Background: an optimization exercise with open tools, aiming at small area, a short achievable clock period and few clock cycles. Do not read the settings as production practice.
The RTL was checked by simulation tests, not by an equivalence proof against the original design.
Power figures rest on the tool's default switching activity, not on a simulated workload.

== red ==
// cpuTop
module cpuTop (
    input  logic                       clk,
    input  logic                       reset,
    output logic [32-1:0] wbAdr,
    output logic [32-1:0] wbDatW,
    output logic                       wbWe,
    output logic                       wbCyc,
    output logic                       wbStb,
    input  logic [32-1:0] wbDatR,
    input  logic                       wbAck,
    output logic                       outValid,
    output logic [32-1:0] outData
);
    localparam int W = 32;
    localparam int R = 4;
    localparam int P = 10;
    logic [W-1:0] adr;
    logic         cyc;
    logic         we;
    logic         dreq;       
    logic         dLoad;      
    logic [R-1:0] dRd;        
    logic         squash;     
    logic [W-1:0] oReg;       
    logic         outV;
    logic [P-1:0]     pc;      
    isaPkg::instrWord ir;
    logic             irValid;
    logic             irWait;  
    logic [W-1:0]     aReg;    
    logic [W-1:0]     bReg;    
    logic             useImm;
    logic             subOp;
    logic             fwdA;    
    logic             fwdB;    
    logic             fresh;   
    logic [W-1:0] res;
    logic         resPend;
    logic [R-1:0] resRd;
    logic [1:0] cls;
    logic [3:0] kind;
    logic       isAluClass;
    logic       isBranch;
    logic       isSpecial;
    logic       isLoad;
    logic       isStore;
    logic       isOut;
    logic       isMem;
    logic       predTaken;
    assign cls = ir.aluForm.cls;
    assign kind = {ir.ctlForm.kind, ir.ctlForm.variant};
    assign isAluClass = !cls[1];
    assign isBranch = (cls == isaPkg::branch);
    assign isSpecial = (cls == isaPkg::special);
    assign isLoad = isSpecial && (kind == isaPkg::kindLoad);
    assign isStore = isSpecial && (kind == isaPkg::kindStore);
    assign isOut = isSpecial && (kind == isaPkg::kindOut);
    assign isMem = isSpecial && (kind[3:1] == 3'b110);
    assign predTaken = (ir.ctlForm.variant == isaPkg::condAlways)
                    || ir.aluForm.imm[14-1];
    logic [W-1:0] opA;
    logic [W-1:0] opBFwd;
    logic [W-1:0] rtVal;
    logic [W-1:0] sum;
    logic [W-1:0] aluResult;
    logic [W-1:0] immExt;
  ...
Settings: LEC_CHECK=0, CAP_MARGIN=20, CORE_MARGIN=2, CORE_UTILIZATION=40, PLACE_DENSITY=0.6, SETUP_SLACK_MARGIN=2.0, SLEW_MARGIN=20, TNS_END_PERCENT=100; clock period 5.5 ns.
run.sh (not shown) runs the stock make flow with config.mk's settings and CLKGATE_MAP_FILE= SYNTH_SCRIPT=/design/flow/synth_recipe.tcl, a recipe that flattens the netlist after the stock synthesis.
Testbench counts of red, summed over its fixed seeds: cycles 12,647.
## Diff of input files: blue against red
Settings: swapping 2.0 for 1.6 in SETUP_SLACK_MARGIN.
Findings:
Summary — final design instance area without fill, blue relative to red: lower, by about 3.4%.
red vs blue, highest signal layer in the routed design: met5 vs met4
Going from red to blue, path length in cells of the critical path saw a decrease, overall overflow remaining after global route saw little to no change, worst setup slack after layout decreased 0.061 ns, layout buffer count excluding clock buffers went down by 86.
blue vs red on clock-buffer cell count: blue is the lower one.
Compared with red, blue shows share of total power in combinational logic lower by 3.0 points.

* * *

cpuTop, a different RTL version from the one above (not shown whole).
Size: ~4600 cells after synthesis, about 750 flip-flops, ~140 I/O pins.
// cpuTop
module cpuTop (
    input  logic                       clk,
    input  logic                       reset,
    output logic [32-1:0] wbAdr,
    output logic [32-1:0] wbDatW,
    output logic                       wbWe,
    output logic                       wbCyc,
    output logic                       wbStb,
    input  logic [32-1:0] wbDatR,
    input  logic                       wbAck,
    output logic                       outValid,
    output logic [32-1:0] outData
);
==> flow/config.mk <==
export PLATFORM = sky130hd
export DESIGN_NAME = cpuTop
export DESIGN_NICKNAME = cpuTop
export VERILOG_FILES = /design/flow/design.v
export SDC_FILE = /design/flow/constraint.sdc
export NUM_CORES = 4
export LEC_CHECK = 0
export ABC_AREA = 1
export CAP_MARGIN = 20
export CORE_MARGIN = 2
export CORE_UTILIZATION = 40
export PLACE_DENSITY = 0.6
export SETUP_SLACK_MARGIN = 1.8
export SLEW_MARGIN = 20
export TNS_END_PERCENT = 100
==> flow/constraint.sdc <==
create_clock -name core_clock -period 5.5 [get_ports {clk}]
set_input_delay 1.1000 -clock core_clock [delete_from_list [all_inputs] [get_ports {clk}]]
set_output_delay 1.1000 -clock core_clock [all_outputs]
set_load 0.01 [all_outputs]
The first run produced a clean layout.
Testbench counts at the start, summed over its fixed seeds: cycles 12,647.
Edit:
Settings changed: CORE_UTILIZATION 40 to 50, PLACE_DENSITY 0.6 to 0.7, SETUP_SLACK_MARGIN 1.8 to 2.0.
Count of clock-buffer cells in the layout drops by 7.
Wire length is lower by 4.9%.
Setup slack gets better by 240 ps.
Clock skew came out higher by 23 ps.
Final area rises by 0.32%.
Critical path depth is lower by 1.
Power went down by 1.7%.
Die area is lower by 20%.
Synthesized cell count does not change.
Maximum frequency came out higher by 6.7%.
Hold slack stays flat.
Edit:
Settings changed: CORE_UTILIZATION 50 to 40, PLACE_DENSITY 0.7 to 0.6, SETUP_SLACK_MARGIN 2.0 to 2.4.
What happened: The new run passed the timing, design-rule and antenna checks. Fmax grows by 4.3%. Global-route usage decreases by 6.2 points. Via count grows by 0.98%. Core utilization decreases by 8.2 points. Total power goes up by 6.0%. Synthesized cell count does not change.
Edit:
Settings changed: CAP_MARGIN 20 to 10, SETUP_SLACK_MARGIN 2.4 to 2.0, SLEW_MARGIN 20 to 10, TNS_END_PERCENT 100 to default.
Outcome: The changed run ran to the end with no violations; worst hold slack barely changes; cell area drops by a few percent; sequential share of layout area climbs by 3.2 points; register-to-register slack got worse by 50 ps; global-route usage drops by 1.1 points; clock power drops by a few percent; combinational power drops by a quarter to a third.

* * *

== run A ==
Starting RTL as in the previous note.
clock: 5.5 ns
lec_check: 0
abc_area: 1
cap_margin: 20
core_margin: 2
core_utilization: 40
place_density: 0.6
setup_slack_margin: 2.0
slew_margin: 20
tns_end_percent: 100
Run A: done, clean on timing, DRC and antenna
Testbench counts of run A, summed over its fixed seeds: cycles 12,647.
Here is what was changed in the inputs of run B compared with run A.
==> flow/flow/run.sh (new file) <==
#!/bin/bash
# The standard layout (the standard.sh, standard synthesis included),
# with the port buffers made from buf_2 cells instead of the flow's default
# choice: every input and output port still gets its own buffer.
set -o pipefail
cp standard.sh standard_sh.log
export BUFFER_PORTS_ARGS="-buffer_cell sky130_fd_sc_hd__buf_2"
bash standard.sh > standard.log 2>&1
==> flow/standard.sh (new file) <==
#!/bin/bash
# synth_recipe.tcl (not shown) runs the flow's synth.tcl, then flattens the netlist and writes it again
# the make line also repeats each setting of config.mk as NAME=value (left out here)
make -C /OpenROAD-flow-scripts/flow DESIGN_CONFIG=/design/flow/config.mk WORK_HOME=/design/flow/orfs CLKGATE_MAP_FILE= SYNTH_SCRIPT=/design/flow/synth_recipe.tcl "${@:-finish}"
removed: flow/run.sh
--- outcome ---
Going from run A to run B, clock-buffer cell count grew by about 12%, share of final layout cell area taken by clock buffers and inverters held steady, sequential share of cell area grew by 1.6 points, initial antenna violation count shrank by 2. Compared with run A, run B shows largest vdd supply drop that has gone up by more than a quarter. Run B against run A: combinational fraction of design power lost 0.4 points, worst-case setup slack after placement shows an increase of 0.47 ns, utilization now sits lower, maximum fanout encountered on the critical timing path moved down. Run B vs. run A: share of post-route cells with drive strength above 1 went up by 0.60 points; maximum frequency went down by 2.8%.

* * *

Setup of the previous run:
Another version of the RTL of cpuTop (not shown whole).
Size in the first run: about 710 flip-flops, about 140 I/O pins.
==> flow/design.v (excerpt) <==
module cpuTop (
    input  logic                       clk,
    input  logic                       reset,
    output logic [32-1:0] wbAdr,
    output logic [32-1:0] wbDatW,
    output logic                       wbWe,
    output logic                       wbCyc,
    output logic                       wbStb,
    input  logic [32-1:0] wbDatR,
    input  logic                       wbAck,
    output logic                       outValid,
    output logic [32-1:0] outData
);
Settings: LEC_CHECK=0, ABC_AREA=1, CAP_MARGIN=20, CORE_MARGIN=2, CORE_UTILIZATION=40, PLACE_DENSITY=0.6, SETUP_SLACK_MARGIN=2.4, SLEW_MARGIN=20, TNS_END_PERCENT=100; clock period 5.5 ns.
Stock flow here: none of the scripts above is used.
Testbench counts of the previous run, summed over its fixed seeds: cycles 12,647.
Modified inputs, the current run compared to the previous run
Settings: SETUP_SLACK_MARGIN now 2.0, was 2.4.
==> flow/flow/run.sh (new file) <==
#!/bin/bash
# The standard layout (the standard.sh, standard synthesis included),
# with the port buffers made from buf_2 cells instead of the flow's default
# choice: every input and output port still gets its own buffer.
set -o pipefail
cp standard.sh standard_sh.log
export BUFFER_PORTS_ARGS="-buffer_cell sky130_fd_sc_hd__buf_2"
bash standard.sh > standard.log 2>&1
==> flow/standard.sh (new file) <==
#!/bin/bash
# synth_recipe.tcl (not shown) runs the flow's synth.tcl, then flattens the netlist and writes it again
# the make line also repeats each setting of config.mk as NAME=value (left out here)
make -C /OpenROAD-flow-scripts/flow DESIGN_CONFIG=/design/flow/config.mk WORK_HOME=/design/flow/orfs CLKGATE_MAP_FILE= SYNTH_SCRIPT=/design/flow/synth_recipe.tcl "${@:-finish}"
removed: flow/run.sh
Results
A end point of the critical path of bReg[25] is what the current run shows, while regFile_i.regs[5][24] belongs to the previous run.
Compared with the previous run, in the current run share of final layout cell area taken by non-clock buffers fell 3.8 points, post-synthesis to final-layout area growth saw a decrease, number of buffers created by CTS went up, overall power consumption now smaller.
Status: proportion of cell area occupied by multi-input gates parity (the current run, the previous run)
Compared with the previous run, the current run degrades setup slack after layout.

* * *

## oak
cpuTop with an RTL version that a note above also has.
Size in the first run: roughly 4,100 cells after synthesis, ~750 flip-flops, ~140 I/O pins, about 40,000 sq um of cells after synthesis.
==> flow/config.mk <==
export PLATFORM = sky130hd
export DESIGN_NAME = cpuTop
export DESIGN_NICKNAME = cpuTop
export VERILOG_FILES = /design/flow/design.v
export SDC_FILE = /design/flow/constraint.sdc
export NUM_CORES = 4
export LEC_CHECK = 0
export ABC_AREA = 1
export CAP_MARGIN = 20
export CORE_MARGIN = 2
export CORE_UTILIZATION = 40
export PLACE_DENSITY = 0.6
export SETUP_SLACK_MARGIN = 2.4
export SLEW_MARGIN = 20
export TNS_END_PERCENT = 100
==> flow/constraint.sdc <==
create_clock -name core_clock -period 5.5 [get_ports {clk}]
set_input_delay 1.1000 -clock core_clock [delete_from_list [all_inputs] [get_ports {clk}]]
set_output_delay 1.1000 -clock core_clock [all_outputs]
set_load 0.01 [all_outputs]
standard.sh (not shown) runs the stock make flow with config.mk's settings and CLKGATE_MAP_FILE= SYNTH_SCRIPT=/design/flow/synth_recipe.tcl, a recipe that flattens the netlist after the stock synthesis.
==> flow/flow/run.sh <==
#!/bin/bash
# The standard layout (the standard.sh, standard synthesis included),
# with the port buffers made from buf_2 cells instead of the flow's default
# choice: every input and output port still gets its own buffer.
set -o pipefail
cp standard.sh standard_sh.log
export BUFFER_PORTS_ARGS="-buffer_cell sky130_fd_sc_hd__buf_2"
bash standard.sh > standard.log 2>&1
Looking at the reports, oak completed the entire flow and the layout it produced met the timing, design-rule and antenna checks.
Testbench counts of oak, summed over its fixed seeds: cycles 12,647.
The following lists how pine was set up differently from oak:
- changing SETUP_SLACK_MARGIN from 2.4 to 2.0
==> flow/run.sh (new file) <==
#!/bin/bash
# synth_recipe.tcl (not shown) runs the flow's synth.tcl, then flattens the netlist and writes it again
# the make line also repeats each setting of config.mk as NAME=value (left out here)
make -C /OpenROAD-flow-scripts/flow DESIGN_CONFIG=/design/flow/config.mk WORK_HOME=/design/flow/orfs CLKGATE_MAP_FILE= SYNTH_SCRIPT=/design/flow/synth_recipe.tcl finish
removed: flow/flow/run.sh
removed: flow/standard.sh
--- outcome ---
When pine is set beside oak, its layout inverter count without the clock tree turns out to be about 0.5% smaller. Of the two candidates, oak has the worse overall power consumption and pine the better one. The fraction of area in clock buffers and inverters of pine is higher than that of oak. Core utilization: pine lower than oak.

what the ideal ports hide:
The results above use ideal ports. As a check the final layouts listed here were re-extracted and re-timed, cells and wires unchanged.
Step 1 sets driving cells, clkbuf_16 on the clock port and buf_2 on the other inputs (assumed; they add their load-dependent delay and slew).
Step 2, shift: input delay + t, output delay - t, t = (earliest + latest rising clock arrival at the registers) / 2. This alone moves slack from input paths to output paths.
Three values: ideal, step 1, step 2; two values: the first two.
| run | shift t [ns] | setup WS [ns] | worst slew at a driven data input, ns | cell pins on the clock port's net |
|---|---|---|---|---|
| red | 0.718 | 1.679 / 1.679 / 1.375 | 0.06 | 1 |
| blue | 0.715 | 1.618 / 1.651 / 0.942 | 0.04 | 1 |
| the first run of note 2 | 0.747 | 1.708 / 1.717 / 0.970 | 0.17 | 1 |
| the second run of note 2 | 0.725 | 1.948 / 1.895 / 1.170 | 0.17 | 1 |
| the third run of note 2 | 0.732 | 2.093 / 2.093 / 1.477 | 0.20 | 1 |
| the fourth run of note 2 | 0.750 | 1.898 / 1.853 / 1.103 | 0.23 | 1 |
| run A | 0.719 | 2.058 / 2.062 / 1.343 | 0.22 | 1 |
| run B | 0.752 | 1.959 / 1.878 / 1.127 | 0.21 | 1 |
| the previous run | 0.718 | 1.998 / 1.998 / 1.571 | 0.10 | 1 |
| the current run | 0.717 | 1.763 / 1.808 / 1.091 | 0.12 | 1 |
| oak | 0.731 | 2.058 / 2.058 / 1.664 | 0.05 | 1 |
| pine | 0.742 | 2.015 / 2.019 / 1.319 | 0.06 | 1 |
After both steps setup and hold are still met in every run listed. The setup slack of run B, which loses most, moves by -0.081 ns with the drivers and by -0.832 ns with both steps.
